What follows belongs to an exercise in optimizing a design on an open flow for small area and a short achievable clock period; a production flow would make more cautious choices. RTL that was checked went through simulation tests only; none was proved equivalent to the original. Function not checked in run 2: the RTL went through the layout flow alone. Power and IR drop assume default switching activity.

<file path="design/flow/design.v">
`default_nettype none
package fp32_fmt_pkg;
  localparam int block_size_lp = 32;
  localparam int fp_width_lp = 32;
  localparam int exp_width_lp = 8;
  localparam int frac_width_lp = 23;
  typedef union packed {
    logic [fp_width_lp-1:0] raw;
    struct packed {
      logic                     sign;
      logic [exp_width_lp-1:0]  exp;
      logic [frac_width_lp-1:0] frac;
    } fields;
  } fp32_word_u;
endpackage
`default_nettype wire
`default_nettype none
package bfp_code_pkg;
  localparam int mag_width_lp = 5;
  localparam int code_width_lp = mag_width_lp + 1;
  localparam int shift_width_lp = $clog2(mag_width_lp + 1);
  localparam int latency_lp = 1;
endpackage
`default_nettype wire
`timescale 1ns/10ps
`default_nettype none
import fp32_fmt_pkg::*;
import bfp_code_pkg::*;
module bfp_exp_decode
#(
  parameter int n_p = 8
)
(
  input  logic [n_p-1:0][exp_width_lp-1:0]  exp_i,
  input  logic [n_p-1:0]                    en_i,
  output logic [exp_width_lp-1:0]           max_exp_o,
  output logic [n_p-1:0][mag_width_lp-1:0]  sel_o
);
  localparam int n_step_lp = 3;
  function automatic int lo_c(input int s);
    lo_c = (s == 0) ? 5 : (s == 1) ? 2 : 0;
  endfunction
  function automatic int wd_c(input int s);
    wd_c = (s == 2) ? 2 : 3;
  endfunction
  logic [n_step_lp:0][n_p-1:0]      run;
  logic [exp_width_lp-1:0][n_p-1:0] bits;
  logic [n_p-1:0]                   term;
  logic [3:0]                       any;
  logic [1:0]                       up;
  always_comb begin
    for (int k = 0; k < exp_width_lp; k++) begin
      for (int i = 0; i < n_p; i++) begin
        bits[k][i] = exp_i[i][k];
      end
    end
    run[0] = '1;
    max_exp_o = '0;
    for (int s = 0; s < n_step_lp; s++) begin
      for (int j = wd_c(s) - 1; j >= 0; j--) begin
        for (int pat = 0; pat < 4; pat++) begin
          term = run[s] & bits[lo_c(s) + j];
          for (int q = 0; q < 2; q++) begin
            if (j + 1 + q < wd_c(s) && ((pat >> q) & 1) == 1) term = term & bits[lo_c(s) + j + 1 + q];
          end
          any[pat] = |term;
        end
        up = '0;
        for (int q = 0; q < 2; q++) begin
          if (j + 1 + q < wd_c(s)) up[q] = max_exp_o[lo_c(s) + j + 1 + q];
        end
        max_exp_o[lo_c(s) + j] = any[up];
      end
      run[s+1] = run[s];
      for (int j = 0; j < wd_c(s); j++) begin
        run[s+1] = run[s+1] & (bits[lo_c(s) + j] | {n_p{~max_exp_o[lo_c(s) + j]}});
      end
    end
  end
  logic [5:0] hi_m1;
  logic [3:0] mx_lo;
  for (genvar j = 0; j < 6; j++) begin : g_m1
    if (j == 0) begin : g_b0
      assign hi_m1[j] = ~max_exp_o[2];
    end else begin : g_bj
      assign hi_m1[j] = max_exp_o[2+j] ^ ~(|max_exp_o[2+j-1:2]);
    end
  end
  for (genvar a = 0; a < 4; a++) begin : g_mx
    assign mx_lo[a] = (max_exp_o[1:0] == 2'(a));
  end
  for (genvar i = 0; i < n_p; i++) begin : g_sel
    logic [3:0] ex_lo;
    logic [3:0] pos, neg;
    logic       h0, h1;
    for (genvar a = 0; a < 4; a++) begin : g_ex
      assign ex_lo[a] = (exp_i[i][1:0] == 2'(a));
    end
    always_comb begin
      pos = '0;
      neg = '0;
      for (int v = 0; v < 4; v++) begin
        for (int b = 0; b + v < 4; b++) begin
          pos[v] = pos[v] | (ex_lo[b] & mx_lo[b+v]);
          neg[v] = neg[v] | (mx_lo[b] & ex_lo[b+v]);
        end
      end
    end
    assign h0 = run[2][i];
    assign h1 = (exp_i[i][7:2] == hi_m1);
    assign sel_o[i][0] = en_i[i] & h0 & pos[0];
    assign sel_o[i][1] = en_i[i] & ((h0 & pos[1]) | (h1 & neg[3]));
    assign sel_o[i][2] = en_i[i] & ((h0 & pos[2]) | (h1 & neg[2]));
    assign sel_o[i][3] = en_i[i] & ((h0 & pos[3]) | (h1 & neg[1]));
    assign sel_o[i][4] = en_i[i] & h1 & neg[0];
  end
endmodule
module bfp_exp_tree
#(
  parameter int n_p = 8
)
(
  input  logic [n_p-1:0][exp_width_lp-1:0]  exp_i,
  output logic [exp_width_lp-1:0]           max_exp_o,
  output logic [n_p-1:0][3:0]               dist_o
);
  function automatic logic exp_ge(input logic [7:0] a, input logic [7:0] b);
    logic [7:0] g0, p0;
    logic [3:0] g1, p1;
    logic [1:0] g2, p2;
    g0 = a & ~b;
    p0 = a | ~b;
    g0[0] = p0[0];
    for (int k = 0; k < 4; k++) begin
      g1[k] = g0[2*k+1] | (p0[2*k+1] & g0[2*k]);
      p1[k] = p0[2*k+1] & p0[2*k];
    end
    for (int k = 0; k < 2; k++) begin
      g2[k] = g1[2*k+1] | (p1[2*k+1] & g1[2*k]);
      p2[k] = p1[2*k+1] & p1[2*k];
    end
    exp_ge = g2[1] | (p2[1] & g2[0]);
  endfunction
  logic [2*n_p-1:1][exp_width_lp-1:0] node;
  logic [4:0]                         hi_m1;
  for (genvar i = 0; i < n_p; i++) begin : g_leaf
    assign node[n_p + i] = exp_i[i];
  end
  for (genvar k = 1; k < n_p; k++) begin : g_node
    assign node[k] = exp_ge(node[2*k], node[2*k+1]) ? node[2*k] : node[2*k+1];
  end
  assign max_exp_o = node[1];
  assign hi_m1     = max_exp_o[7:3] - 5'd1;
  for (genvar i = 0; i < n_p; i++) begin : g_dist
    logic [3:0] low;
    logic       hi_ok;
    assign low   = {1'b0, max_exp_o[2:0]} - {1'b0, exp_i[i][2:0]};
    assign hi_ok = low[3] ? (exp_i[i][7:3] == hi_m1) : (exp_i[i][7:3] == max_exp_o[7:3]);
    assign dist_o[i] = {hi_ok & (~low[2] | (low[1:0] == 2'd0)), low[2:0]};
  end
endmodule
`default_nettype wire
`timescale 1ns/10ps
`default_nettype none
import fp32_fmt_pkg::*;
import bfp_code_pkg::*;
module bfp_shift_decode
(
  input  logic [3:0]                dist_i,
  output logic [mag_width_lp-1:0]   sel_o
);
  for (genvar k = 0; k < mag_width_lp; k++) begin : g_sel
    assign sel_o[k] = dist_i[3] & (dist_i[2:0] == 3'(k));
  end
endmodule
module bfp_align_execute
(
  input  logic [mag_width_lp-1:0]   mag_i,
  input  logic [mag_width_lp-1:0]   sel_i,
  output logic [mag_width_lp-1:0]   mag_o
);
  always_comb begin
    mag_o = '0;
    for (int k = 0; k < mag_width_lp; k++) begin
      mag_o = mag_o | ({mag_width_lp{sel_i[k]}} & (mag_i >> k));
    end
  end
endmodule
`default_nettype wire
`timescale 1ns/10ps
`default_nettype none
import fp32_fmt_pkg::*;
import bfp_code_pkg::*;
module bfp_code_result
(
  input  logic                     clk,
  input  logic                     reset_i,
  input  logic                     valid_i,
  input  logic [exp_width_lp-1:0]  shared_exp_i,
  input  logic [block_size_lp*code_width_lp-1:0]  codes_i,
  output logic                     out_valid_o,
  output logic [exp_width_lp-1:0]  shared_exp_o,
  output logic [block_size_lp*code_width_lp-1:0]  codes_o
);
  always_ff @(posedge clk) begin
    if (reset_i) begin
      out_valid_o  <= 1'b0;
      shared_exp_o <= '0;
      codes_o      <= '0;
    end else begin
      out_valid_o <= valid_i;
      if (valid_i) begin
        shared_exp_o <= shared_exp_i;
        codes_o      <= codes_i;
      end
    end
  end
endmodule
`default_nettype wire
`timescale 1ns/10ps
`default_nettype none
import fp32_fmt_pkg::*;
import bfp_code_pkg::*;
module bfp_quant_top
(
  input  logic                     clk,
  input  logic                     reset_i,
  input  logic                     in_valid_i,
  input  logic [block_size_lp*fp_width_lp-1:0]   block_i,
  output logic                                   out_valid_o,
  output logic [exp_width_lp-1:0]                shared_exp_o,
  output logic [block_size_lp*code_width_lp-1:0] codes_o
);
  logic [block_size_lp-1:0][exp_width_lp-1:0]  exps;
  logic [block_size_lp-1:0]                    nz;
  logic [block_size_lp-1:0][mag_width_lp-1:0]  sel;
  logic [exp_width_lp-1:0]                     max_exp;
  logic [block_size_lp*code_width_lp-1:0]      codes;
  for (genvar i = 0; i < block_size_lp; i++) begin : g_exp
    assign exps[i] = block_i[fp_width_lp*i + frac_width_lp +: exp_width_lp];
    assign nz[i]   = |exps[i];
  end
  bfp_exp_decode #(.n_p(block_size_lp)) u_decode (
    .exp_i     (exps),
    .en_i      (nz),
    .max_exp_o (max_exp),
    .sel_o     (sel)
  );
  for (genvar i = 0; i < block_size_lp; i++) begin : g_word
    logic [mag_width_lp-1:0] mag;
    bfp_align_execute u_shift (
      .mag_i ({1'b1, block_i[fp_width_lp*i + frac_width_lp - mag_width_lp + 1 +: mag_width_lp - 1]}),
      .sel_i (sel[i]),
      .mag_o (mag)
    );
    assign codes[code_width_lp*i +: code_width_lp] = {block_i[fp_width_lp*i + fp_width_lp - 1], mag};
  end
  bfp_code_result u_result (
    .clk          (clk),
    .reset_i      (reset_i),
    .valid_i      (in_valid_i),
    .shared_exp_i (max_exp),
    .codes_i      (codes),
    .out_valid_o  (out_valid_o),
    .shared_exp_o (shared_exp_o),
    .codes_o      (codes_o)
  );
endmodule
`default_nettype wire
</file>
<file path="design/flow/config.mk">
export PLATFORM = sky130hd
export DESIGN_NAME = bfp_quant_top
export DESIGN_NICKNAME = bfp_quant_top
export VERILOG_FILES = /design/flow/design.v
export SDC_FILE = /design/flow/constraint.sdc
export NUM_CORES = 4
export LEC_CHECK = 0
export ABC_AREA = 1
export CAP_MARGIN = 20
export CORE_AREA = 5 5 415 415
export DIE_AREA = 0 0 420 420
export PLACE_DENSITY = 0.95
export SLEW_MARGIN = 20
</file>
<file path="design/flow/flow/run.sh">
#!/bin/bash
# The standard layout (the standard.sh: standard synthesis script,
# floorplan, placement, CTS, routing) with two changes:
# - synthesis leaves adders to abc: ADDER_MAP_FILE is empty, so Yosys's
#   extract_fa pass does not turn the small subtracts into half/full adder
#   cells (registers, names and flip-flop cells are unchanged);
# - the buffer that placement puts on every input and output port is
#   sky130_fd_sc_hd__buf_1 instead of the default delay cell
#   (clkdlybuf4s50_1). Every port still gets its own buffer.
# standard.sh writes each tool's log under orfs/logs; its own output goes
# to standard.log here.
set -euo pipefail
export ADDER_MAP_FILE=
export BUFFER_PORTS_ARGS="-buffer_cell sky130_fd_sc_hd__buf_1"
bash standard.sh > standard.log 2>&1
</file>
<file path="design/flow/standard.sh">
#!/bin/bash
# synth_recipe.tcl (not shown) runs the flow's synth.tcl, then flattens the netlist and writes it again
# the make line also repeats each setting of config.mk as NAME=value (left out here)
make -C /OpenROAD-flow-scripts/flow DESIGN_CONFIG=/design/flow/config.mk WORK_HOME=/design/flow/orfs CLKGATE_MAP_FILE= SYNTH_SCRIPT=/design/flow/synth_recipe.tcl "${@:-finish}"
</file>
<file path="design/flow/constraint.sdc">
create_clock -name core_clock -period 10.0 [get_ports {clk}]
set_input_delay 2.0000 -clock core_clock [delete_from_list [all_inputs] [get_ports {clk}]]
set_output_delay 2.0000 -clock core_clock [all_outputs]
set_load 0.01 [all_outputs]
</file>
==> flow_summary.toml, run 1 <==
[power_and_ir_drop]
power.combinational.fraction = 0.535
max-vdd-ir-drop_mv = 0.108
p_int_mw = 2.12
clk_pwr_share = 0.248
switching_share = 0.473
cellPowerDensity_mw_per_mm2 = 123
seqPwrFrac = 0.217
power.net_switching_mw = 1.91
p_leak_nw = 15.1

[sta]
setup_tns_ns = 0
number_of_hold_slack_violations_in_the_final_timing_report = 0
fin_skew_ns = 0
slew_viol_final = 0
final_min_period_over_clock_period = 0.800
rsz0062_at_grt = "false"
final_period_minus_worst_setup_slack_ns = 8.00
setup_violations = 0
timing_worst_slew_pin_value_ns = 0.976
slew-limit-headroom = 0.350
fmax_mhz = 125

[synthesis]
synth.yosys.warnings = 3
count_of_different_cell_masters_after_synthesis = 40
post_synth_inst_count = 4742
synthesis.area_mm2 = 0.0248
netlist.area_leader.share = 0.213
syn_nets = 5769
seq_area_frac_synth = 0.162
synth.avg_cell_area_um2 = 5.23
synth-seq-cells = 201
synthDominantAreaCellType = "sky130_fd_sc_hd__nand2_1"
leading_post_synthesis_cells_by_cell_area = "sky130_fd_sc_hd__nand2_1, sky130_fd_sc_hd__dfxtp_1, sky130_fd_sc_hd__nand3_1"

[setup_path]
setup.worst_path.start_class = "input port"
critPathSlowestCell = "sky130_fd_sc_hd__nand2_2"
worst-path-max-fanout = 54
worst_r2r_endpoint = "u_result.codes_o[12]"
timing.setup.critical_path_class = "input port to flop"
worst_r2r_startpoint = "u_result.codes_o[12]"
max_incr_delay_on_cp_ns = 0.56
worst_r2r_path_depth = 2
worst_reg2reg_setup_slack_ns = 9.25
critPathMostFrequentCell = "sky130_fd_sc_hd__nand2_1"
critPathRequiredTime_ns = 10.50
arrival_time_at_the_worst_endpoint_ns = 8.50
worstSetupEndpointType = "flop"

[clocking]
cts_buffers = 25
cts_sinks = 201
postCtsHoldBufs = 0
cts_root_buf = "sky130_fd_sc_hd__clkbuf_16"
cts_max_level = 1
postCtsSetupRepairBufs = 0
cts-resized-gates = 0
clkLatencyLatePin_ns = 0.57
cts.clk_slew.worst_paths_ns = 0.06
tritoncts_clock_tree = "yes"
clockBufferDepth = 3

[route]
routed_wire_length_per_instance_um = 25.0
drt_wl_total_um = 195000
drtIter0Drc = 4778
post-route-drc-count = 0
detail_route.vias_per_cell = 4.80
count_of_vias_placed_by_the_detailed_router = 37374
ant_nets = 0
first_pass_iters = 8

[grt]
wire_length_of_the_first_global_routing_pass_um = 259000
first_global_vias = 33786
grt_start_max_net_pins = 122
gr-usage-all-layers = 0.208
global_route.overflow_total = 0
grt_antenna_before_repair = 142

[floorplanning]
core_region_area_mm2 = 0.167
die_w_um = 420
design.die.area_mm2 = 0.176
design.portCount = 1228
start_util = 0.148
die_y_um = 420
row_count = 150

[place]
globalplace.congestion = 1.09
place_inst = 7659
io_buf_count = 619
post_dp_cell_area_mm2 = 0.0316
dpl.hpwl_um = 165000

[final_layout]
area_delta_synth_final_pct = 31.7
final_cell_area_mm2 = 0.0327
fillers = 19277
multi_input_area_mm2 = 0.0180
postLayoutCoreUtil = 0.195
seqCellArea_mm2 = 0.00402
share_of_cells_above_drive_strength_1 = 0.0842
post_layout_nonfiller_instances = 7784
final_nets = 6509

[run_status]
run_status = "complete, no violations"

[hold_path]
hold_path_startpoint = "u_result.codes_o[62]"
timing.hold.worst.class = "flop to flop"
whs_endpoint = "u_result.codes_o[62]"
hold_path_depth = 2

[job]
cap_viol_max_count = 0
==> cell families after synthesis <==
family	Yosys count	synth area share
simple gates	3247	0.577
compound gates	488	0.103
flops	201	0.162
buf+inv	680	0.113
xor+xnor	126	0.0445
==> placed cells by master (no fill, tap or decap), drive strengths merged <==
cell / n
a21boi: 2
a21oi: 177
a22oi: 5
and2: 3
buf: 921
bufinv: 3
clkbuf: 30
clkinv: 16
clkinvlp: 3
dfxtp: 201
diode: 79
inv: 466
nand2: 1421
nand2b: 1
nand3: 812
nand3b: 23
nand4: 169
nor2: 746
nor3: 21
nor3b: 19
nor4: 32
o211ai: 10
o21ai: 261
o21bai: 20
o22ai: 13
xnor2: 3
xor2: 123
==> how the worst max path moves through the flow <==
| stage | cells after the start | slack [ns] | end | startpoint |
|---|---|---|---|---|
| CTS | 38 | 2.40 | u_result.codes_o[1] | block_i[446] |
| floorplan | 37 | 4.21 | u_result.codes_o[66] | block_i[190] |
| detailed placement | 37 | 1.80 | u_result.codes_o[126] | block_i[446] |
| global placement | 36 | 1.79 | u_result.codes_o[132] | block_i[446] |
| global route | 39 | 1.79 | u_result.codes_o[110] | block_i[446] |
| finish | 36 | 2.00 | u_result.codes_o[61] | block_i[510] |
==> worst max-delay path: cells and delay by family <==
| family | cells | cell delay, ns |
|---|---|---|
| AO/OA/AOI/OAI | 4 | 0.87 |
| buffers and inverters | 6 | 1.51 |
| AND/OR/NAND/NOR | 26 | 4.07 |
==> synthesized netlist by cell type <==
master,n
sky130_fd_sc_hd__o21ai_0,230
sky130_fd_sc_hd__nor2_1,738
sky130_fd_sc_hd__a21oi_2,3
sky130_fd_sc_hd__xor2_1,123
sky130_fd_sc_hd__nor2_2,3
sky130_fd_sc_hd__inv_2,23
sky130_fd_sc_hd__nand2_2,8
sky130_fd_sc_hd__a21oi_1,174
sky130_fd_sc_hd__nand2b_1,1
sky130_fd_sc_hd__nor2_4,5
sky130_fd_sc_hd__nor3_1,20
sky130_fd_sc_hd__and2_1,2
sky130_fd_sc_hd__a21boi_0,1
sky130_fd_sc_hd__nand3b_2,1
sky130_fd_sc_hd__nand4_1,162
sky130_fd_sc_hd__nand3b_1,22
sky130_fd_sc_hd__a21boi_1,1
sky130_fd_sc_hd__nand2_1,1410
sky130_fd_sc_hd__and2_0,1
sky130_fd_sc_hd__a22oi_1,5
sky130_fd_sc_hd__nand3_2,34
sky130_fd_sc_hd__buf_6,12
sky130_fd_sc_hd__o21ai_1,31
sky130_fd_sc_hd__clkbuf_1,106
sky130_fd_sc_hd__buf_4,25
sky130_fd_sc_hd__buf_1,7
sky130_fd_sc_hd__nor3_2,1
sky130_fd_sc_hd__xnor2_1,3
sky130_fd_sc_hd__clkinv_1,12
sky130_fd_sc_hd__buf_2,60
sky130_fd_sc_hd__o22ai_1,13
sky130_fd_sc_hd__o21bai_1,20
sky130_fd_sc_hd__nand4_2,7
sky130_fd_sc_hd__nand2_4,3
sky130_fd_sc_hd__nor3b_2,19
sky130_fd_sc_hd__nand3_1,778
sky130_fd_sc_hd__nor4_1,32
sky130_fd_sc_hd__inv_1,435
sky130_fd_sc_hd__o211ai_1,10
sky130_fd_sc_hd__dfxtp_1,201
==> per-stage QoR <==
step | setup slack, ns | hold WS [ns] | power, mW
finish | 2.00 | 0.490 | 4.03
global route | 1.79 | 0.510 | 4.20
CTS | 2.40 | 0.490 | 3.98
detailed placement | 1.80 | 0.473 | 2.97
global placement | 1.79 | 0.463 | 2.95
floorplan | 4.21 | 0.516 | 1.97
==> sequential cells by signal (all words and copies together), names as in the netlist <==
signal and count:
u_result.shared_exp_o 8, u_result.out_valid_o 1, u_result.codes_o 192
==> layer usage <==
layer	global-route usage	wire, um
met4	0.174	19800
met3	0.0689	21400
met1	0.211	62800
met5	0	424
met2	0.347	90500
==> final cells by class <==
cell class,instances,share of cell area
Sequential cell,201,0.123
Inverter,470,0.0542
Antenna cell,79,0.00605
Timing Repair Buffer,923,0.155
Clock inverter,18,0.00647
Multi-Input combinational cell,3861,0.551
Clock buffer,28,0.0204
Tap cell,2204,0.0844
==> power groups by stage <==
stage	clock network (mW)	logic, mW	registers [mW]
after global placement	0	2.06	0.888
after floorplan	0	1.06	0.910
after detailed placement	0	2.08	0.890
final	1.00	2.15	0.874
after global routing	1.05	2.27	0.878
after CTS	1.02	2.09	0.873
==> inputs of run 2 (changes only) <==
--- a/design/flow/design.v
+++ b/design/flow/design.v
@@ -38,14 +38,5 @@
 );
-  localparam int n_step_lp = 3;
-  function automatic int lo_c(input int s);
-    lo_c = (s == 0) ? 5 : (s == 1) ? 2 : 0;
-  endfunction
-  function automatic int wd_c(input int s);
-    wd_c = (s == 2) ? 2 : 3;
-  endfunction
-  logic [n_step_lp:0][n_p-1:0]      run;
+  logic [4:0][n_p-1:0]              run_r4;
   logic [exp_width_lp-1:0][n_p-1:0] bits;
-  logic [n_p-1:0]                   term;
-  logic [3:0]                       any;
-  logic [1:0]                       up;
+  logic [n_p:0][n_p-1:0]            run;
   always_comb begin
@@ -56,25 +47,12 @@
     end
-    run[0] = '1;
-    max_exp_o = '0;
-    for (int s = 0; s < n_step_lp; s++) begin
-      for (int j = wd_c(s) - 1; j >= 0; j--) begin
-        for (int pat = 0; pat < 4; pat++) begin
-          term = run[s] & bits[lo_c(s) + j];
-          for (int q = 0; q < 2; q++) begin
-            if (j + 1 + q < wd_c(s) && ((pat >> q) & 1) == 1) term = term & bits[lo_c(s) + j + 1 + q];
-          end
-          any[pat] = |term;
-        end
-        up = '0;
-        for (int q = 0; q < 2; q++) begin
-          if (j + 1 + q < wd_c(s)) up[q] = max_exp_o[lo_c(s) + j + 1 + q];
-        end
-        max_exp_o[lo_c(s) + j] = any[up];
-      end
-      run[s+1] = run[s];
-      for (int j = 0; j < wd_c(s); j++) begin
-        run[s+1] = run[s+1] & (bits[lo_c(s) + j] | {n_p{~max_exp_o[lo_c(s) + j]}});
-      end
-    end
-  end
+    run_r4[4] = '1;
+    for (int k = 3; k >= 0; k--) begin
+      max_exp_o[2*k+1] = |(run_r4[k+1] & bits[2*k+1]);
+      max_exp_o[2*k]   = max_exp_o[2*k+1] ? |(run_r4[k+1] & bits[2*k+1] & bits[2*k])
+                                          : |(run_r4[k+1] & bits[2*k]);
+      run_r4[k] = run_r4[k+1] & (bits[2*k+1] | {n_p{~max_exp_o[2*k+1]}})
+                              & (bits[2*k]   | {n_p{~max_exp_o[2*k]}});
+    end
+  end
+  assign run[2] = run_r4[1];
   logic [5:0] hi_m1;
--- a/design/flow/config.mk
+++ b/design/flow/config.mk
@@ -9,5 +9,6 @@
 export CAP_MARGIN = 20
-export CORE_AREA = 5 5 415 415
-export DIE_AREA = 0 0 420 420
+export CORE_AREA = 5 5 445 445
+export DIE_AREA = 0 0 450 450
 export PLACE_DENSITY = 0.95
+export SETUP_SLACK_MARGIN = 3
 export SLEW_MARGIN = 20
==> flow_summary.toml, run 2 <==
[synthesis]
synth.yosys.warnings = 3
post_synth_inst_count = 4477
synth-seq-cells = 201
async_s_r_ff_share_synth = 0
synth.avg_cell_area_um2 = 5.18
synth_common_cells = "sky130_fd_sc_hd__nand2_1, sky130_fd_sc_hd__nand3_1, sky130_fd_sc_hd__nor2_1"
synth_edf_count = 0
count_of_different_cell_masters_after_synthesis = 38
seq_area_frac_synth = 0.173
synthesis.area_mm2 = 0.0232
leading_post_synthesis_cells_by_cell_area = "sky130_fd_sc_hd__nand2_1, sky130_fd_sc_hd__dfxtp_1, sky130_fd_sc_hd__nand3_1"
synth-main-ff-cell = "sky130_fd_sc_hd__dfxtp_1"
synthDominantAreaCellType = "sky130_fd_sc_hd__nand2_1"
netlist.area_leader.share = 0.235
cell_with_the_most_instances_after_synthesis = "sky130_fd_sc_hd__nand2_1"
syn_nets = 5504

[clocking]
cts_max_level = 1
clockBufferDepth = 3
cts_sinks = 201
cts_buffers = 27
postCtsHoldBufs = 0
cts_root_buf = "sky130_fd_sc_hd__clkbuf_16"
clkLatencyLatePin_ns = 0.64
cts.clk_slew.worst_paths_ns = 0.06
tritoncts_clock_tree = "yes"

[setup_path]
worstSetupEndpointType = "flop"
critPathMostFrequentCell = "sky130_fd_sc_hd__nand2_1"
arrival_time_at_the_worst_endpoint_ns = 8.08
critPathRequiredTime_ns = 10.54
critPathSlowestCell = "sky130_fd_sc_hd__buf_12"
max_incr_delay_on_cp_ns = 0.22
worst-path-max-fanout = 9
setup.worst_path.start_class = "input port"
timing.setup.critical_path_class = "input port to flop"

[sta]
rsz0062_at_grt = "true"
setup_tns_ns = 0
final_min_period_over_clock_period = 0.754
slew_viol_final = 0
fmax_mhz = 133
final_period_minus_worst_setup_slack_ns = 7.54
timing_worst_slew_pin_value_ns = 1.11
slew-limit-headroom = 0.256
fin_skew_ns = 0
setup_violations = 0
number_of_hold_slack_violations_in_the_final_timing_report = 0

[floorplanning]
start_util = 0.121
die_w_um = 450
design.portCount = 1228
die_y_um = 450
core_region_area_mm2 = 0.193
design.die.area_mm2 = 0.203
row_count = 161

[grt]
gr-usage-all-layers = 0.192
first_global_vias = 33793
grt_antenna_before_repair = 224
grt_start_max_net_pins = 79
global_route.overflow_total = 0
wire_length_of_the_first_global_routing_pass_um = 272000

[route]
routed_wire_length_per_instance_um = 26.1
ant_nets = 0
count_of_vias_placed_by_the_detailed_router = 38283
first_pass_iters = 10
drt_wl_total_um = 212000
post-route-drc-count = 0
detail_route.vias_per_cell = 4.71
drtIter0Drc = 5680

[place]
post_dp_cell_area_mm2 = 0.0314
io_buf_count = 619
dpl.hpwl_um = 174000
globalplace.congestion = 1.10

[final_layout]
number_of_flip_flops_in_the_largest_register = 192
register_ranked_first_by_flip_flop_count = "u_result.codes_o"
most_common_library_cell_in_the_layout_ignoring_fill_and_taps = "sky130_fd_sc_hd__nand2_1"
layout_common_cells = "sky130_fd_sc_hd__nand2_1, sky130_fd_sc_hd__buf_1, sky130_fd_sc_hd__nor2_1, sky130_fd_sc_hd__nand3_1, sky130_fd_sc_hd__inv_1"
final_cell_area_mm2 = 0.0369
area_delta_synth_final_pct = 58.8
reg_top3 = "u_result.codes_o x192, u_result.shared_exp_o x8, u_result.out_valid_o x1"
final_nets = 6489
share_of_cells_above_drive_strength_1 = 0.217

[power_and_ir_drop]
p_leak_nw = 16.8
max-vdd-ir-drop_mv = 0.148
cellPowerDensity_mw_per_mm2 = 126

[job]
cap_viol_max_count = 0

[hold_path]
timing.hold.worst.class = "flop to flop"

[run_status]
run_status = "complete, no violations"
-- run 2: worst max-delay path, delay by kind of cell --
family,cells,cell delay (ns)
buffers and inverters,12,1.82
AOI/OAI and AO/OA,2,0.16
and+or+nand+nor,33,4.01
-- run 2: final cells by class --
type / count / area, um2
Clock inverter: 13 / 159
Antenna cell: 128 / 320
Fill cell: 21921 / 156000
Clock buffer: 36 / 739
Sequential cell: 201 / 4020
Inverter: 429 / 1620
Tap cell: 2526 / 3160
Multi-Input combinational cell: 3658 / 19000
Timing Repair Buffer: 1145 / 7790
-- run 2: power breakdown --
part	internal [mW]	total (mW)	switching, mW	leakage (nW)
sequential	0.849	0.875	0.0260	1.66
clock	0.578	1.05	0.468	0.432
combinational	1.07	2.71	1.65	14.7
-- run 2: per-stage QoR --
step	utilization	total power, mW	hold WS, ns	setup slack (ns)	std cells
2_1_floorplan	-	1.90	0.516	3.66	4477
3_3_place_gp	0.163	2.88	0.464	1.15	7847
3_5_place_dp	0.163	2.90	0.470	1.18	7847
4_1_cts	0.175	4.17	0.492	2.78	7945
5_1_grt	0.191	4.78	0.501	2.37	8096
6_report	0.191	4.63	0.490	2.46	8136
-- run 2: cells by family (layout without fill, tap and decap cells) --
group	count (synthesis)	in the layout	synth area share
compound gates	425	425	0.0973
xor+xnor	98	98	0.0370
buf+inv	618	1623	0.109
flops	201	201	0.173
other cells	0	128	0
simple gates	3135	3135	0.583
-- run 2: timing repair --
item	in CTS	in global routing
setup buffers	39	52
pin swaps	69	258
setup endpoints to repair	162	162
gates cloned	10	11
resized for setup	252	617
-- run 2: path summary, 6_finish.rpt --
check | startpoint | endpoint | slack, ns | depth (start not counted)
worst max-delay path | block_i[734] | u_result.codes_o[122] | 2.46 | 47
worst max register to register | u_result.codes_o[160] | u_result.codes_o[160] | 9.16 | 2
worst min register to register | u_result.codes_o[14] | u_result.codes_o[14] | 0.49 | 2
worst min-delay path | u_result.codes_o[14] | u_result.codes_o[14] | 0.49 | 2
-- run 2: routing by layer --
metal	wire length, um	vias to the layer above	track usage
li1	-	16751	-
met1	63500	17150	0.185
met2	94900	3200	0.310
met3	26100	1132	0.0683
met4	27400	50	0.200
met5	334	-	0.000237
==> inputs of run 3 (changes only) <==
--- a/design/flow/design.v
+++ b/design/flow/design.v
@@ -38,5 +38,14 @@
 );
-  logic [4:0][n_p-1:0]              run_r4;
+  localparam int n_step_lp = 3;
+  function automatic int lo_c(input int s);
+    lo_c = (s == 0) ? 5 : (s == 1) ? 2 : 0;
+  endfunction
+  function automatic int wd_c(input int s);
+    wd_c = (s == 2) ? 2 : 3;
+  endfunction
+  logic [n_step_lp:0][n_p-1:0]      run;
   logic [exp_width_lp-1:0][n_p-1:0] bits;
-  logic [n_p:0][n_p-1:0]            run;
+  logic [n_p-1:0]                   term;
+  logic [3:0]                       any;
+  logic [1:0]                       up;
   always_comb begin
@@ -47,12 +56,25 @@
     end
-    run_r4[4] = '1;
-    for (int k = 3; k >= 0; k--) begin
-      max_exp_o[2*k+1] = |(run_r4[k+1] & bits[2*k+1]);
-      max_exp_o[2*k]   = max_exp_o[2*k+1] ? |(run_r4[k+1] & bits[2*k+1] & bits[2*k])
-                                          : |(run_r4[k+1] & bits[2*k]);
-      run_r4[k] = run_r4[k+1] & (bits[2*k+1] | {n_p{~max_exp_o[2*k+1]}})
-                              & (bits[2*k]   | {n_p{~max_exp_o[2*k]}});
-    end
-  end
-  assign run[2] = run_r4[1];
+    run[0] = '1;
+    max_exp_o = '0;
+    for (int s = 0; s < n_step_lp; s++) begin
+      for (int j = wd_c(s) - 1; j >= 0; j--) begin
+        for (int pat = 0; pat < 4; pat++) begin
+          term = run[s] & bits[lo_c(s) + j];
+          for (int q = 0; q < 2; q++) begin
+            if (j + 1 + q < wd_c(s) && ((pat >> q) & 1) == 1) term = term & bits[lo_c(s) + j + 1 + q];
+          end
+          any[pat] = |term;
+        end
+        up = '0;
+        for (int q = 0; q < 2; q++) begin
+          if (j + 1 + q < wd_c(s)) up[q] = max_exp_o[lo_c(s) + j + 1 + q];
+        end
+        max_exp_o[lo_c(s) + j] = any[up];
+      end
+      run[s+1] = run[s];
+      for (int j = 0; j < wd_c(s); j++) begin
+        run[s+1] = run[s+1] & (bits[lo_c(s) + j] | {n_p{~max_exp_o[lo_c(s) + j]}});
+      end
+    end
+  end
   logic [5:0] hi_m1;
@@ -95,60 +117,7 @@
 endmodule
-module bfp_exp_tree
-#(
-  parameter int n_p = 8
-)
-(
-  input  logic [n_p-1:0][exp_width_lp-1:0]  exp_i,
-  output logic [exp_width_lp-1:0]           max_exp_o,
-  output logic [n_p-1:0][3:0]               dist_o
-);
-  function automatic logic exp_ge(input logic [7:0] a, input logic [7:0] b);
-    logic [7:0] g0, p0;
-    logic [3:0] g1, p1;
-    logic [1:0] g2, p2;
-    g0 = a & ~b;
-    p0 = a | ~b;
-    g0[0] = p0[0];
-    for (int k = 0; k < 4; k++) begin
-      g1[k] = g0[2*k+1] | (p0[2*k+1] & g0[2*k]);
-      p1[k] = p0[2*k+1] & p0[2*k];
-    end
-    for (int k = 0; k < 2; k++) begin
-      g2[k] = g1[2*k+1] | (p1[2*k+1] & g1[2*k]);
-      p2[k] = p1[2*k+1] & p1[2*k];
-    end
-    exp_ge = g2[1] | (p2[1] & g2[0]);
-  endfunction
-  logic [2*n_p-1:1][exp_width_lp-1:0] node;
-  logic [4:0]                         hi_m1;
-  for (genvar i = 0; i < n_p; i++) begin : g_leaf
-    assign node[n_p + i] = exp_i[i];
-  end
-  for (genvar k = 1; k < n_p; k++) begin : g_node
-    assign node[k] = exp_ge(node[2*k], node[2*k+1]) ? node[2*k] : node[2*k+1];
-  end
-  assign max_exp_o = node[1];
-  assign hi_m1     = max_exp_o[7:3] - 5'd1;
-  for (genvar i = 0; i < n_p; i++) begin : g_dist
-    logic [3:0] low;
-    logic       hi_ok;
-    assign low   = {1'b0, max_exp_o[2:0]} - {1'b0, exp_i[i][2:0]};
-    assign hi_ok = low[3] ? (exp_i[i][7:3] == hi_m1) : (exp_i[i][7:3] == max_exp_o[7:3]);
-    assign dist_o[i] = {hi_ok & (~low[2] | (low[1:0] == 2'd0)), low[2:0]};
-  end
-endmodule
-`default_nettype wire
-`timescale 1ns/10ps
-`default_nettype none
-import fp32_fmt_pkg::*;
-import bfp_code_pkg::*;
-module bfp_shift_decode
-(
-  input  logic [3:0]                dist_i,
-  output logic [mag_width_lp-1:0]   sel_o
-);
-  for (genvar k = 0; k < mag_width_lp; k++) begin : g_sel
-    assign sel_o[k] = dist_i[3] & (dist_i[2:0] == 3'(k));
-  end
-endmodule
+`default_nettype wire
+`timescale 1ns/10ps
+`default_nettype none
+import fp32_fmt_pkg::*;
+import bfp_code_pkg::*;
 module bfp_align_execute
--- a/design/flow/config.mk
+++ b/design/flow/config.mk
@@ -11,3 +11,3 @@
 export DIE_AREA = 0 0 450 450
-export PLACE_DENSITY = 0.95
+export PLACE_DENSITY = 0.85
 export SETUP_SLACK_MARGIN = 3
==> flow_summary.toml, run 3 <==
[route]
routed_wire_length_per_instance_um = 24.9
first_pass_iters = 7
drt_wl_total_um = 203000
post-route-drc-count = 0
drtIter0Drc = 4304
detail_route.vias_per_cell = 4.59
ant_nets = 0
count_of_vias_placed_by_the_detailed_router = 37456

[final_layout]
fillers = 22430
layout_common_cells = "sky130_fd_sc_hd__nand2_1, sky130_fd_sc_hd__nand3_1, sky130_fd_sc_hd__nor2_1, sky130_fd_sc_hd__buf_1, sky130_fd_sc_hd__inv_1"
most_common_library_cell_in_the_layout_ignoring_fill_and_taps = "sky130_fd_sc_hd__nand2_1"
postLayoutCoreUtil = 0.179
final_cell_area_mm2 = 0.0344
area_delta_synth_final_pct = 38.7
post_layout_nonfiller_instances = 8152
reg_top3 = "u_result.codes_o x192, u_result.shared_exp_o x8, u_result.out_valid_o x1"
number_of_flip_flops_in_the_largest_register = 192
register_ranked_first_by_flip_flop_count = "u_result.codes_o"
final_nets = 6560
share_of_cells_above_drive_strength_1 = 0.125

[synthesis]
post_synth_inst_count = 4742
synth_common_cells = "sky130_fd_sc_hd__nand2_1, sky130_fd_sc_hd__nand3_1, sky130_fd_sc_hd__nor2_1"
synth.yosys.warnings = 3
synth.avg_cell_area_um2 = 5.23
synthesis.area_mm2 = 0.0248
seq_area_frac_synth = 0.162
synth-seq-cells = 201
cell_with_the_most_instances_after_synthesis = "sky130_fd_sc_hd__nand2_1"
syn_nets = 5769
leading_post_synthesis_cells_by_cell_area = "sky130_fd_sc_hd__nand2_1, sky130_fd_sc_hd__dfxtp_1, sky130_fd_sc_hd__nand3_1"
synth-main-ff-cell = "sky130_fd_sc_hd__dfxtp_1"
netlist.area_leader.share = 0.213
synthDominantAreaCellType = "sky130_fd_sc_hd__nand2_1"
async_s_r_ff_share_synth = 0
synth_edf_count = 0
count_of_different_cell_masters_after_synthesis = 40

[power_and_ir_drop]
p_leak_nw = 15.8
total_power_mw = 4.14
cellPowerDensity_mw_per_mm2 = 120
max-vdd-ir-drop_mv = 0.104

[place]
placement.setup.worst_slack_ns = 1.64
place_inst = 8001
globalplace.congestion = 1.04
io_buf_count = 619
post_dp_cell_area_mm2 = 0.0321
dpl.hpwl_um = 170000

[sta]
slew-limit-headroom = 0.349
final_min_period_over_clock_period = 0.696
setup_violations = 0
timing_worst_slew_pin_value_ns = 0.976
final_period_minus_worst_setup_slack_ns = 6.96
slew_viol_final = 0
rsz0062_at_grt = "true"
number_of_hold_slack_violations_in_the_final_timing_report = 0
timing.hold.ws_ns = 0.482
setup_slack_ns = 3.04
fmax_mhz = 144
fin_skew_ns = 0
setup_tns_ns = 0

[grt]
gr-usage-all-layers = 0.187
first_global_vias = 34201
wire_length_of_the_first_global_routing_pass_um = 269000
grt_antenna_before_repair = 186
grt_start_max_net_pins = 103
global_route.overflow_total = 0

[floorplanning]
design.portCount = 1228
die_w_um = 450
die_y_um = 450
row_count = 161
start_util = 0.129
core_region_area_mm2 = 0.193
design.die.area_mm2 = 0.203

[setup_path]
critPathSlowestCell = "sky130_fd_sc_hd__nand3b_1"
setup.worst_path.start_class = "input port"
critPathMostFrequentCell = "sky130_fd_sc_hd__nand2_1"
worst-path-max-fanout = 12
worst_reg2reg_setup_slack_ns = 9.16
arrival_time_at_the_worst_endpoint_ns = 7.48
max_incr_delay_on_cp_ns = 0.31
worstSetupEndpointType = "flop"
timing.setup.critical_path_class = "input port to flop"
critPathRequiredTime_ns = 10.52

[clocking]
cts.clk_slew.worst_paths_ns = 0.07
postCtsHoldBufs = 0
cts_root_buf = "sky130_fd_sc_hd__clkbuf_16"
tritoncts_clock_tree = "yes"
clkLatencyLatePin_ns = 0.59
clockBufferDepth = 3
cts_sinks = 201
cts_max_level = 1
cts_buffers = 25

[job]
cap_viol_max_count = 0

[hold_path]
timing.hold.worst.class = "flop to flop"

[run_status]
run_status = "complete, no violations"
==> run 3: worst max-delay path: cells and delay by family <==
family / cells / cell delay (ns)
AND/OR/NAND/NOR: 25 / 3.64
buffers and inverters: 8 / 1.25
AO/OA/AOI/OAI: 2 / 0.43
XOR/XNOR: 1 / 0.13
==> run 3: metal layers <==
metal,up-vias,GRT usage,part of all wire
met5,-,0,0.0023
met4,76,0.152,0.10
met3,766,0.0622,0.11
met2,2559,0.310,0.45
met1,16940,0.193,0.34
li1,17115,-,-
==> run 3: repair_timing <==
item,in CTS,in global routing
setup endpoints to repair,161,160
pin swaps,4,33
gates cloned,1,12
setup buffers,3,15
gates resized for setup,22,227
==> run 3: kinds of logic (layout without fill, tap and decap cells) <==
kind of cell | count (synthesis) | after routing | share of synthesized area
xor+xnor | 126 | 126 | 0.0445
other cells | 0 | 76 | 0
flops | 201 | 201 | 0.162
simple gates | 3247 | 3247 | 0.577
compound gates | 488 | 488 | 0.103
buf+inv | 680 | 1488 | 0.113
==> run 3: area by class of cell <==
class | count | area [um2] | area share
multi-input cells | 3861 | 18500 | 0.539
repair buffers | 974 | 5890 | 0.171
flip-flops and latches | 201 | 4020 | 0.117
well taps | 2526 | 3160 | 0.0919
inverters | 470 | 1770 | 0.0514
clock buffers | 28 | 667 | 0.0194
diodes | 76 | 190 | 0.00553
clock inverters | 16 | 170 | 0.00495
==> run 3: worst paths after layout <==
check,from,end,cells past startpoint
setup reg to reg,u_result.codes_o[117],u_result.codes_o[117],2
hold reg to reg,u_result.shared_exp_o[4],u_result.shared_exp_o[4],2
setup / recovery,block_i[189],u_result.codes_o[54],36
hold / removal,u_result.shared_exp_o[4],u_result.shared_exp_o[4],2
==> run 3: power breakdown <==
part           leakage, nW  switching (mW)  total, mW  internal (mW)
registers             1.66          0.0260      0.875          0.849
logic                 13.7            1.52       2.30          0.778
clock network        0.402           0.428      0.966          0.538
==> inputs of run 4 (changes only) <==
--- a/design/flow/config.mk
+++ b/design/flow/config.mk
@@ -11,3 +11,4 @@
 export DIE_AREA = 0 0 450 450
-export PLACE_DENSITY = 0.85
+export GPL_TIMING_DRIVEN = 0
+export PLACE_DENSITY = 0.95
 export SETUP_SLACK_MARGIN = 3
==> flow_summary.toml, run 4 <==
[power_and_ir_drop]
cellPowerDensity_mw_per_mm2 = 126
total_power_mw = 4.31
max-vdd-ir-drop_mv = 0.109
p_leak_nw = 15.1

[grt]
grt_antenna_before_repair = 211
first_global_vias = 35831
gr-usage-all-layers = 0.222
grt_start_max_net_pins = 15
wire_length_of_the_first_global_routing_pass_um = 311000
global_route.overflow_total = 0

[setup_path]
timing.setup.critical_path_class = "input port to flop"
max_incr_delay_on_cp_ns = 0.34
arrival_time_at_the_worst_endpoint_ns = 7.55
critPathSlowestCell = "sky130_fd_sc_hd__nor3b_4"
critPathRequiredTime_ns = 10.51
worst-path-max-fanout = 10
worstSetupEndpointType = "flop"
setup.worst_path.start_class = "input port"

[hold_path]
timing.hold.worst.class = "flop to flop"

[synthesis]
leading_post_synthesis_cells_by_cell_area = "sky130_fd_sc_hd__nand2_1, sky130_fd_sc_hd__dfxtp_1, sky130_fd_sc_hd__nand3_1"
async_s_r_ff_share_synth = 0
post_synth_inst_count = 4742
synthesis.area_mm2 = 0.0248
cell_with_the_most_instances_after_synthesis = "sky130_fd_sc_hd__nand2_1"
synth-seq-cells = 201
synth_common_cells = "sky130_fd_sc_hd__nand2_1, sky130_fd_sc_hd__nand3_1, sky130_fd_sc_hd__nor2_1"
synthDominantAreaCellType = "sky130_fd_sc_hd__nand2_1"
synth.yosys.warnings = 3
synth-main-ff-cell = "sky130_fd_sc_hd__dfxtp_1"
seq_area_frac_synth = 0.162
netlist.area_leader.share = 0.213
count_of_different_cell_masters_after_synthesis = 40
synth.avg_cell_area_um2 = 5.23
synth_edf_count = 0
syn_nets = 5769

[place]
io_buf_count = 592
post_dp_cell_area_mm2 = 0.0302
globalplace.congestion = 1.08
dpl.hpwl_um = 201000

[route]
first_pass_iters = 13
wl_met1_um = 80000
ant_nets = 0
drtIter0Drc = 6106
wl_met3_um = 28000
wl_met2_um = 103000
routed_wire_length_per_instance_um = 29.7
post-route-drc-count = 0
maxUsedRoutingLayer = "met5"
count_of_vias_placed_by_the_detailed_router = 40018
detail_route.vias_per_cell = 4.93
drt_wl_total_um = 241000

[final_layout]
final_nets = 6496
number_of_flip_flops_in_the_largest_register = 192
reg_top3 = "u_result.codes_o x192, u_result.shared_exp_o x8, u_result.out_valid_o x1"
final_cell_area_mm2 = 0.0342
register_ranked_first_by_flip_flop_count = "u_result.codes_o"
most_common_library_cell_in_the_layout_ignoring_fill_and_taps = "sky130_fd_sc_hd__nand2_1"
area_delta_synth_final_pct = 38.0
share_of_cells_above_drive_strength_1 = 0.128
layout_common_cells = "sky130_fd_sc_hd__nand2_1, sky130_fd_sc_hd__nand3_1, sky130_fd_sc_hd__nor2_1, sky130_fd_sc_hd__buf_1, sky130_fd_sc_hd__inv_1"

[sta]
fmax_mhz = 142
setup_violations = 0
number_of_hold_slack_violations_in_the_final_timing_report = 0
slew-limit-headroom = 0.162
final_period_minus_worst_setup_slack_ns = 7.04
fin_skew_ns = 0
slew_viol_final = 0
timing_worst_slew_pin_value_ns = 1.26
final_min_period_over_clock_period = 0.704
setup_tns_ns = 0
rsz0062_at_grt = "true"

[clocking]
clkLatencyLatePin_ns = 0.60
tritoncts_clock_tree = "yes"
cts.clk_slew.worst_paths_ns = 0.07
cts_buffers = 24
cts_max_level = 1
postCtsHoldBufs = 0
clockBufferDepth = 3
cts_sinks = 201
cts_root_buf = "sky130_fd_sc_hd__clkbuf_16"

[floorplanning]
design.die.area_mm2 = 0.203
core_region_area_mm2 = 0.193
design.portCount = 1228
row_count = 161
die_y_um = 450
die_w_um = 450
start_util = 0.129

[run_status]
run_status = "complete, no violations"

[job]
cap_viol_max_count = 0
-- run 4: changes by cell type in the layout (fill, tap and decap cells not counted), moves of 35 or more --
cell                       before  now
sky130_fd_sc_hd__clkbuf_1       0   64
sky130_fd_sc_hd__buf_2          9   47
sky130_fd_sc_hd__a21oi_2       10   51
sky130_fd_sc_hd__buf_4        283  115
sky130_fd_sc_hd__nand3_1      752  717
sky130_fd_sc_hd__a21oi_1      167  121
-- run 4: worst max-delay path, delay by kind of cell --
family,cells,cell delay [ns]
buffers and inverters,6,1.28
AND/OR/NAND/NOR,28,3.77
XOR/XNOR,1,0.16
AO/OA/AOI/OAI,1,0.27
-- run 4: final cells by class --
cell class	instances	area, um2
fill	22538	158000
multi-input combinational	3863	19500
sequential	201	4020
tap	2526	3160
timing repair buffer	699	3130
inverter	470	1790
buffer	210	1550
clock buffer	30	673
antenna	108	270
clock inverter	13	111
-- run 4: cell families (layout without fill, tap and decap cells) --
logic type | Yosys count | count (layout) | share of synthesized area
other | 0 | 108 | 0
xor gates and xnor gates | 126 | 126 | 0.0445
and+or+nand+nor | 3247 | 3249 | 0.577
AOI/OAI and AO/OA | 488 | 488 | 0.103
buffers and inverters | 680 | 1422 | 0.113
DFF | 201 | 201 | 0.162
-- run 4: metal layers --
metal / vias to the layer above / global-route usage
li1: 17040 / -
met1: 18335 / 0.232
met2: 3419 / 0.353
met3: 1172 / 0.0781
met4: 52 / 0.196
met5: - / 0.000473
-- run 4: what timing repair did --
item	4_1_cts	5_1_grt
pin swaps	24	54
setup endpoints to repair	162	161
cloned	1	4
resized for setup	264	357
buffers inserted	36	68
-- run 4: through the flow --
stage	hold slack (ns)	instances	util	worst slack (ns)
finish	0.488	8120	0.178	2.96
global route	0.516	8071	0.177	2.91
CTS	0.488	7940	0.167	2.99
detailed placement	0.469	7860	0.157	0.952
global placement	0.464	7860	0.157	0.872
floorplan	0.516	4742	-	4.21
-- run 4: final timing paths --
path | start | endpoint | depth (start not counted) | slack (ns)
worst max-delay path | block_i[222] | u_result.codes_o[168] | 36 | 2.96
worst min-delay path | u_result.codes_o[74] | u_result.codes_o[74] | 2 | 0.49
worst max register to register | u_result.codes_o[69] | u_result.codes_o[69] | 2 | 9.13
worst min register to register | u_result.codes_o[74] | u_result.codes_o[74] | 2 | 0.49
-- run 4: power breakdown --
group | internal, mW | switching, mW
clock network | 0.487 | 0.429
logic | 0.683 | 1.84
registers | 0.849 | 0.0280
==> inputs of run 5 (changes only) <==
--- a/design/flow/config.mk
+++ b/design/flow/config.mk
@@ -11,5 +11,4 @@
 export DIE_AREA = 0 0 450 450
-export GPL_TIMING_DRIVEN = 0
-export PLACE_DENSITY = 0.95
-export SETUP_SLACK_MARGIN = 3
+export PLACE_DENSITY = 0.85
+export SETUP_SLACK_MARGIN = 3.5
 export SLEW_MARGIN = 20
==> flow_summary.toml, run 5 <==
[power_and_ir_drop]
cellPowerDensity_mw_per_mm2 = 127
p_leak_nw = 17.4
total_power_mw = 4.88
max-vdd-ir-drop_mv = 0.104

[place]
place_inst = 8001
globalplace.congestion = 1.04
placement.setup.worst_slack_ns = 1.64
io_buf_count = 619
dpl.hpwl_um = 170000
post_dp_cell_area_mm2 = 0.0321

[hold_path]
hold_path_depth = 2
timing.hold.worst.class = "flop to flop"
whs_endpoint = "u_result.shared_exp_o[4]"
hold_path_startpoint = "u_result.shared_exp_o[4]"

[synthesis]
synth-main-ff-cell = "sky130_fd_sc_hd__dfxtp_1"
yosys-mux-area-fraction = 0
synth_simple_gate_area_share = 0.577
netlist.area_leader.share = 0.213
synth-seq-cells = 201
synth_common_cells = "sky130_fd_sc_hd__nand2_1, sky130_fd_sc_hd__nand3_1, sky130_fd_sc_hd__nor2_1"
synthesis.area_mm2 = 0.0248
syn_nets = 5769
synthDominantAreaCellType = "sky130_fd_sc_hd__nand2_1"
cell_with_the_most_instances_after_synthesis = "sky130_fd_sc_hd__nand2_1"
main_combinational_cell_family_by_area_after_synthesis = "simple AND/OR/NAND/NOR gates"
count_of_different_cell_masters_after_synthesis = 40
synth.avg_cell_area_um2 = 5.23
post_synth_xor_xnor_area = 0.0445
synth_edf_count = 0
leading_post_synthesis_cells_by_cell_area = "sky130_fd_sc_hd__nand2_1, sky130_fd_sc_hd__dfxtp_1, sky130_fd_sc_hd__nand3_1"
synth_fa_ha_area_frac = 0
synth_compound_gate_area_share = 0.103
post_synth_inst_count = 4742
synth.yosys.warnings = 3
seq_area_frac_synth = 0.162
async_s_r_ff_share_synth = 0

[final_layout]
number_of_flip_flops_in_the_largest_register = 192
postLayoutCoreUtil = 0.200
most_common_library_cell_in_the_layout_ignoring_fill_and_taps = "sky130_fd_sc_hd__nand2_1"
reg_top3 = "u_result.codes_o x192, u_result.shared_exp_o x8, u_result.out_valid_o x1"
area_delta_synth_final_pct = 55.5
final_nets = 6685
share_of_cells_above_drive_strength_1 = 0.224
post_layout_nonfiller_instances = 8278
register_ranked_first_by_flip_flop_count = "u_result.codes_o"
layout_common_cells = "sky130_fd_sc_hd__nand2_1, sky130_fd_sc_hd__nor2_1, sky130_fd_sc_hd__nand3_1, sky130_fd_sc_hd__buf_1, sky130_fd_sc_hd__inv_1"
final_cell_area_mm2 = 0.0386

[floorplanning]
design.portCount = 1228
die_y_um = 450
die_w_um = 450
design.die.area_mm2 = 0.203
start_util = 0.129
core_region_area_mm2 = 0.193
row_count = 161

[route]
detail_route.vias_per_cell = 4.81
drt_wl_total_um = 216000
ant_nets = 0
count_of_vias_placed_by_the_detailed_router = 39836
first_pass_iters = 14
drtIter0Drc = 5057
routed_wire_length_per_instance_um = 26.1
post-route-drc-count = 0

[setup_path]
max_incr_delay_on_cp_ns = 0.47
worst_r2r_endpoint = "u_result.codes_o[117]"
critPathRequiredTime_ns = 10.51
arrival_time_at_the_worst_endpoint_ns = 7.39
setup.worst_path.start = "block_i[61]"
worst_reg2reg_setup_slack_ns = 9.12
critPathMostFrequentCell = "sky130_fd_sc_hd__nand2_1"
critPathSlowestCell = "sky130_fd_sc_hd__nand3b_1"
worst_r2r_startpoint = "u_result.codes_o[117]"
worst-path-max-fanout = 16
setup.worst_path.start_class = "input port"
worstSetupEndpointType = "flop"
worst_r2r_path_depth = 2
timing.setup.critical_path_class = "input port to flop"

[clocking]
cts_buffers = 25
postCtsHoldBufs = 0
clockBufferDepth = 3
tritoncts_clock_tree = "yes"
cts_max_level = 1
cts_root_buf = "sky130_fd_sc_hd__clkbuf_16"
cts_sinks = 201
clkLatencyLatePin_ns = 0.58
cts.clk_slew.worst_paths_ns = 0.07

[grt]
global_route.overflow_total = 0
wire_length_of_the_first_global_routing_pass_um = 274000
grt_start_max_net_pins = 103
first_global_vias = 34706
gr-usage-all-layers = 0.190
grt_antenna_before_repair = 176

[sta]
final_min_period_over_clock_period = 0.687
slew-limit-headroom = 0.341
slew_viol_final = 0
fmax_mhz = 146
number_of_hold_slack_violations_in_the_final_timing_report = 0
setup_tns_ns = 0
rsz0062_at_grt = "true"
final_period_minus_worst_setup_slack_ns = 6.87
setup_slack_ns = 3.13
timing.hold.ws_ns = 0.481
timing_worst_slew_pin_value_ns = 0.989
fin_skew_ns = 0
setup_violations = 0

[job]
cap_viol_max_count = 0

[run_status]
run_status = "complete, no violations"
-- run 5: cell counts after synthesis --
Identical to the previous run, type by type.
-- run 5: cells by family after synthesis --
logic type	after synthesis
AOI/OAI and AO/OA	488
xor gates and xnor gates	126
buffers and inverters	680
DFF	201
and+or+nand+nor	3247
-- run 5: final cells by class --
class | count | area [um2]
multi-input combinational | 3861 | 20500
clock buffer | 28 | 667
tap | 2526 | 3160
fill | 21828 | 154000
timing repair buffer | 1099 | 8060
sequential | 201 | 4020
inverter | 470 | 1770
antenna | 77 | 193
clock inverter | 16 | 170
-- run 5: critical path, delay by kind of cell --
family,cells,cell delay [ns]
AND/OR/NAND/NOR,29,3.88
buffers and inverters,8,1.20
AO/OA/AOI/OAI,2,0.26
-- run 5: where the power goes --
group	total (mW)	internal (mW)	switching (mW)	leakage [nW]
clock network	0.969	0.539	0.430	0.402
registers	0.875	0.849	0.0269	1.66
logic	3.04	1.20	1.84	15.4
-- run 5: how the worst max path moves through the flow --
stage | end | cells past startpoint | slack [ns]
after floorplan | u_result.codes_o[66] | 37 | 4.21
after global placement | u_result.codes_o[181] | 37 | 1.68
after detailed placement | u_result.codes_o[181] | 37 | 1.64
after CTS | u_result.codes_o[96] | 42 | 3.49
after global routing | u_result.codes_o[66] | 44 | 2.93
final | u_result.codes_o[84] | 39 | 3.13
-- run 5: per-layer routing --
layer / GRT usage / vias to the layer above / share of wire
li1: - / 17411 / -
met1: 0.198 / 18079 / 0.33
met2: 0.312 / 3159 / 0.44
met3: 0.0605 / 1113 / 0.11
met4: 0.162 / 74 / 0.11
met5: 0.000473 / - / 0.0022
-- run 5: repair_timing --
item                       4_1_cts  5_1_grt
setup buffers                   35       75
setup endpoints to repair      162      162
cloned                          12       34
resized for setup              282      711
pin swaps                       45      254
==> inputs of run 6 (changes only) <==
--- a/design/flow/config.mk
+++ b/design/flow/config.mk
@@ -12,3 +12,3 @@
 export PLACE_DENSITY = 0.85
-export SETUP_SLACK_MARGIN = 3.5
+export SETUP_SLACK_MARGIN = 2.5
 export SLEW_MARGIN = 20
==> flow_summary.toml, run 6 <==
[setup_path]
worstSetupEndpointType = "flop"
worst-path-max-fanout = 30
critical_path.n_buffers_inverters = 9
max_incr_delay_on_cp_ns = 0.25
timing.setup.critical_path_class = "input port to flop"
crit_family = "simple AND/OR/NAND/NOR gates"
critPathRequiredTime_ns = 10.50
setup.worst_path.start_class = "input port"
arrival_time_at_the_worst_endpoint_ns = 7.87
critPathSlowestCell = "sky130_fd_sc_hd__buf_6"
critPathMostFrequentCell = "sky130_fd_sc_hd__nand2_1"

[sta]
fin_skew_ns = 0
setup_violations = 0
fmax_mhz = 136
rsz0062_at_grt = "true"
final_min_period_over_clock_period = 0.737
final_period_minus_worst_setup_slack_ns = 7.37
slew-limit-headroom = 0.348
setup_tns_ns = 0
slew_viol_final = 0
number_of_hold_slack_violations_in_the_final_timing_report = 0
timing_worst_slew_pin_value_ns = 0.978
timing.hold.ws_ns = 0.482

[grt]
global_route.overflow_total = 0
first_global_vias = 34207
gr-usage-all-layers = 0.187
grt_start_max_net_pins = 103
grt_antenna_before_repair = 185
wire_length_of_the_first_global_routing_pass_um = 269000

[clocking]
clockBufferDepth = 3
postCtsHoldBufs = 0
cts_root_buf = "sky130_fd_sc_hd__clkbuf_16"
clkLatencyLatePin_ns = 0.58
cts_max_level = 1
cts_buffers = 25
cts_sinks = 201
tritoncts_clock_tree = "yes"
cts.clk_slew.worst_paths_ns = 0.07

[route]
count_of_vias_placed_by_the_detailed_router = 37178
maxUsedRoutingLayer = "met5"
wl_met3_um = 21100
wl_met1_um = 67300
post-route-drc-count = 0
routed_wire_length_per_instance_um = 24.6
first_pass_iters = 9
wl_met2_um = 91800
ant_nets = 0
detail_route.vias_per_cell = 4.57
drt_wl_total_um = 200000
drtIter0Drc = 4312

[final_layout]
area_delta_synth_final_pct = 34.5
postLayoutCoreUtil = 0.173
seqCellArea_mm2 = 0.00402
most_common_library_cell_in_the_layout_ignoring_fill_and_taps = "sky130_fd_sc_hd__nand2_1"
number_of_flip_flops_in_the_largest_register = 192
final_nets = 6539
share_of_cells_above_drive_strength_1 = 0.0930
register_ranked_first_by_flip_flop_count = "u_result.codes_o"
multi_input_area_mm2 = 0.0180
reg_top3 = "u_result.codes_o x192, u_result.shared_exp_o x8, u_result.out_valid_o x1"
fillers = 22532
layout_common_cells = "sky130_fd_sc_hd__nand2_1, sky130_fd_sc_hd__nand3_1, sky130_fd_sc_hd__nor2_1, sky130_fd_sc_hd__buf_1, sky130_fd_sc_hd__inv_1"

[synthesis]
synth_common_cells = "sky130_fd_sc_hd__nand2_1, sky130_fd_sc_hd__nand3_1, sky130_fd_sc_hd__nor2_1"
seq_area_frac_synth = 0.162
syn_nets = 5769
synth-main-ff-cell = "sky130_fd_sc_hd__dfxtp_1"
post_synth_inst_count = 4742
synthDominantAreaCellType = "sky130_fd_sc_hd__nand2_1"
async_s_r_ff_share_synth = 0
synthesis.area_mm2 = 0.0248
leading_post_synthesis_cells_by_cell_area = "sky130_fd_sc_hd__nand2_1, sky130_fd_sc_hd__dfxtp_1, sky130_fd_sc_hd__nand3_1"
synth-seq-cells = 201
synth.yosys.warnings = 3
cell_with_the_most_instances_after_synthesis = "sky130_fd_sc_hd__nand2_1"
netlist.area_leader.share = 0.213
synth.avg_cell_area_um2 = 5.23
synth_edf_count = 0
count_of_different_cell_masters_after_synthesis = 40

[floorplanning]
die_y_um = 450
row_count = 161
design.die.area_mm2 = 0.203
die_w_um = 450
start_util = 0.129
core_region_area_mm2 = 0.193
design.portCount = 1228

[power_and_ir_drop]
max-vdd-ir-drop_mv = 0.104
p_leak_nw = 15.3
cellPowerDensity_mw_per_mm2 = 120
total_power_mw = 4.00

[place]
dpl.hpwl_um = 170000
globalplace.congestion = 1.04
io_buf_count = 619

[hold_path]
timing.hold.worst.class = "flop to flop"

[job]
cap_viol_max_count = 0

[run_status]
run_status = "complete, no violations"
## run 6: cell counts after synthesis
Identical to the previous run, type by type.
## run 6: cell type report
cell class,count,share of cell area
inverters,470,0.0530
repair buffers,953,0.160
well taps,2526,0.0947
flip-flops and latches,201,0.121
clock buffers,28,0.0200
diodes,79,0.00592
multi-input cells,3861,0.541
clock inverters,16,0.00510
## run 6: final timing paths
| kind | startpoint | end | slack (ns) | cells past startpoint |
|---|---|---|---|---|
| hold / removal | u_result.shared_exp_o[4] | u_result.shared_exp_o[4] | 0.48 | 2 |
| setup / recovery | block_i[157] | u_result.codes_o[122] | 2.63 | 40 |
| setup reg to reg | u_result.codes_o[117] | u_result.codes_o[117] | 9.16 | 2 |
| hold reg to reg | u_result.shared_exp_o[4] | u_result.shared_exp_o[4] | 0.48 | 2 |
## run 6: tightest hold or removal path, cell delays in order (launching register included)
cell and delay, ns:
sky130_fd_sc_hd__dfxtp_1 0.33, sky130_fd_sc_hd__o211ai_1 0.08, sky130_fd_sc_hd__inv_1 0.05
## run 6: power by group
group / total [mW] / internal (mW) / switching, mW
clock: 0.965 / 0.538 / 0.427
combinational: 2.16 / 0.698 / 1.47
sequential: 0.874 / 0.849 / 0.0258
## run 6: stage by stage
step                setup slack [ns]  std cells  cell area, um2
global placement                1.68       8001           32100
global route                    2.43       8099           33300
detailed placement              1.64       8001           32100
floorplan                       4.21       4742           24800
finish                          2.63       8134           33400
CTS                             2.59       8046           33000
## run 6: logic make-up (layout without fill, tap and decap cells)
logic type / after synthesis / in the layout / synth area share
AND/OR/NAND/NOR: 3247 / 3247 / 0.577
buffers and inverters: 680 / 1467 / 0.113
AO/OA/AOI/OAI: 488 / 488 / 0.103
flip-flops: 201 / 201 / 0.162
XOR/XNOR: 126 / 126 / 0.0445
other: 0 / 79 / 0
## run 6: metal layers
layer / vias to the layer above / GRT usage
met3: 762 / 0.0611
met1: 16710 / 0.193
met4: 78 / 0.151
li1: 17086 / -
met2: 2542 / 0.311
met5: - / 0.000237
## run 6: timing repair
action / 4_1_cts / 5_1_grt
resized for setup: 1 / 31
pin swaps: 1 / 5
setup buffers: 1 / 8
cloned: 0 / 1
endpoints found under the setup margin: 58 / 144
==> inputs of run 7 (changes only) <==
--- a/design/flow/config.mk
+++ b/design/flow/config.mk
@@ -7,3 +7,3 @@
 export LEC_CHECK = 0
-export ABC_AREA = 1
+export ABC_AREA = 0
 export CAP_MARGIN = 20
@@ -12,3 +12,3 @@
 export PLACE_DENSITY = 0.85
-export SETUP_SLACK_MARGIN = 2.5
+export SETUP_SLACK_MARGIN = 3
 export SLEW_MARGIN = 20
==> flow_summary.toml, run 7 <==
[synthesis]
netlist.area_leader.share = 0.179
synth.yosys.warnings = 3
syn_nets = 4345
cell_with_the_most_instances_after_synthesis = "sky130_fd_sc_hd__nor2_1"
synth-seq-cells = 201
seq_area_frac_synth = 0.179
synth.avg_cell_area_um2 = 6.79
synth-main-ff-cell = "sky130_fd_sc_hd__dfxtp_1"
synthesis.area_mm2 = 0.0225
synthDominantAreaCellType = "sky130_fd_sc_hd__dfxtp_1"
leading_post_synthesis_cells_by_cell_area = "sky130_fd_sc_hd__dfxtp_1, sky130_fd_sc_hd__nor2_1, sky130_fd_sc_hd__a211oi_1"
count_of_different_cell_masters_after_synthesis = 91
async_s_r_ff_share_synth = 0
synth_edf_count = 0
synth_common_cells = "sky130_fd_sc_hd__nor2_1, sky130_fd_sc_hd__nand2_1, sky130_fd_sc_hd__a21oi_1"
post_synth_inst_count = 3318

[grt]
grt_antenna_before_repair = 221
grt_use_met3 = 0.0839
grt_most_used_layer = "met2"
first_global_vias = 32435
grt_use_met2 = 0.328
wire_length_of_the_first_global_routing_pass_um = 295000
global_route.overflow_total = 0
grt_start_max_net_pins = 161
grtUsageMet1 = 0.216
gr-usage-all-layers = 0.210

[setup_path]
worst-path-max-fanout = 7
critPathMostFrequentCell = "sky130_fd_sc_hd__buf_4"
critPathSlowestCell = "sky130_fd_sc_hd__a211oi_2"
worstSetupEndpointType = "flop"
setup.worst_path.start_class = "input port"
max_incr_delay_on_cp_ns = 0.75
timing.setup.critical_path_class = "input port to flop"
critPathRequiredTime_ns = 10.48
arrival_time_at_the_worst_endpoint_ns = 9.15

[sta]
setup_violations = 0
setup_slack_ns = 1.34
timing_worst_slew_pin_value_ns = 1.16
rsz0062_at_grt = "true"
slew_viol_final = 0
fin_skew_ns = 0
timing.hold.ws_ns = 0.463
setup_tns_ns = 0
final_min_period_over_clock_period = 0.866
final_period_minus_worst_setup_slack_ns = 8.66
slew-limit-headroom = 0.224
number_of_hold_slack_violations_in_the_final_timing_report = 0
fmax_mhz = 115

[route]
drtIter0Drc = 6111
post-route-drc-count = 0
detail_route.vias_per_cell = 5.23
first_pass_iters = 9
routed_wire_length_per_instance_um = 33.5
drt_wl_total_um = 231000
ant_nets = 0
count_of_vias_placed_by_the_detailed_router = 36031

[power_and_ir_drop]
switching_share = 0.442
power.combinational.fraction = 0.595
power.net_switching_mw = 2.15
p_int_mw = 2.72
seqPwrFrac = 0.179
p_leak_nw = 12.6
max-vdd-ir-drop_mv = 0.124
clk_pwr_share = 0.226
cellPowerDensity_mw_per_mm2 = 129

[final_layout]
final_nets = 5260
most_common_library_cell_in_the_layout_ignoring_fill_and_taps = "sky130_fd_sc_hd__buf_1"
postLayoutCoreUtil = 0.196
share_of_cells_above_drive_strength_1 = 0.304
reg_top3 = "u_result.codes_o x192, u_result.shared_exp_o x8, u_result.out_valid_o x1"
register_ranked_first_by_flip_flop_count = "u_result.codes_o"
area_delta_synth_final_pct = 67.8
layout_common_cells = "sky130_fd_sc_hd__buf_1, sky130_fd_sc_hd__buf_4, sky130_fd_sc_hd__nor2_1, sky130_fd_sc_hd__nand2_1, sky130_fd_sc_hd__dfxtp_1"
number_of_flip_flops_in_the_largest_register = 192
final_cell_area_mm2 = 0.0378

[clocking]
cts_root_buf = "sky130_fd_sc_hd__clkbuf_16"
cts.clk_slew.worst_paths_ns = 0.08
tritoncts_clock_tree = "yes"
clkLatencyLatePin_ns = 0.60
cts_buffers = 27
cts_sinks = 201
cts_max_level = 1
clockBufferDepth = 3

[floorplanning]
row_count = 161
die_y_um = 450
core_region_area_mm2 = 0.193
design.portCount = 1228
design.die.area_mm2 = 0.203
start_util = 0.117
die_w_um = 450

[hold_path]
timing.hold.worst.class = "flop to flop"

[place]
placement.setup.worst_slack_ns = 0.451
dpl.hpwl_um = 185000
io_buf_count = 619
globalplace.congestion = 1.06
post_dp_cell_area_mm2 = 0.0303

[job]
cap_viol_max_count = 0

[run_status]
run_status = "complete, no violations"
==> run 7: area by class of cell <==
class	instances	area [um2]
Sequential cell	201	4020
Timing Repair Buffer	1203	8770
Inverter	152	573
Clock buffer	34	742
Multi-Input combinational cell	2648	20100
Antenna cell	105	263
Fill cell	21498	155000
Tap cell	2526	3160
Clock inverter	15	226
==> run 7: logic make-up after synthesis <==
group	after synthesis	share of synthesized area
xor gates and xnor gates	99	0.0385
muxes	79	0.0485
DFF	201	0.179
and+or+nand+nor	1303	0.281
buffers and inverters	469	0.0865
AOI/OAI and AO/OA	1167	0.367
==> run 7: power by group through the flow <==
stage | combinational, mW | clock, mW | sequential [mW]
after CTS | 2.52 | 1.11 | 0.869
after global routing | 2.96 | 1.14 | 0.874
after floorplan | 0.986 | 0 | 0.904
after detailed placement | 1.93 | 0 | 0.886
final | 2.89 | 1.10 | 0.869
after global placement | 1.92 | 0 | 0.883
==> run 7: metrics by stage <==
stage               total power, mW  instances
floorplan                      1.89       3318
global placement               2.80       6532
detailed placement             2.81       6532
CTS                            4.50       6707
global route                   4.98       6851
finish                         4.87       6884
==> run 7: final timing paths <==
path | slack [ns] | start | to | cells after the start
hold / removal | 0.46 | u_result.codes_o[40] | u_result.codes_o[40] | 2
hold reg to reg | 0.46 | u_result.codes_o[40] | u_result.codes_o[40] | 2
setup / recovery | 1.34 | block_i[924] | u_result.codes_o[114] | 31
setup reg to reg | 9.16 | u_result.codes_o[163] | u_result.codes_o[163] | 2
==> run 7: critical path, delay by kind of cell <==
family / cells / cell delay [ns]
AO/OA/AOI/OAI: 9 / 2.64
AND/OR/NAND/NOR: 9 / 1.90
buffers and inverters: 11 / 1.79
multiplexers: 2 / 0.72
==> run 7: metal layers <==
metal,vias up,routed length (um)
met3,1298,29900
met2,3416,101000
met4,56,27900
met5,-,390
li1,14708,-
met1,16553,72100
==> run 7: what timing repair did <==
item	CTS	global route
endpoints found under the setup margin	162	162
hold buffers	0	0
buffers inserted	108	65
gates resized for setup	616	341
pin swaps	182	186
gates cloned	18	7

Re-timed with assumed drivers on the ports (clkbuf_16 on the clock, buf_2 on other inputs), run 7 has 1.294 ns of setup slack against 1.336 ns with ideal ports, and 0.652 ns once port delays also move by the mid clock arrival of 0.642 ns.
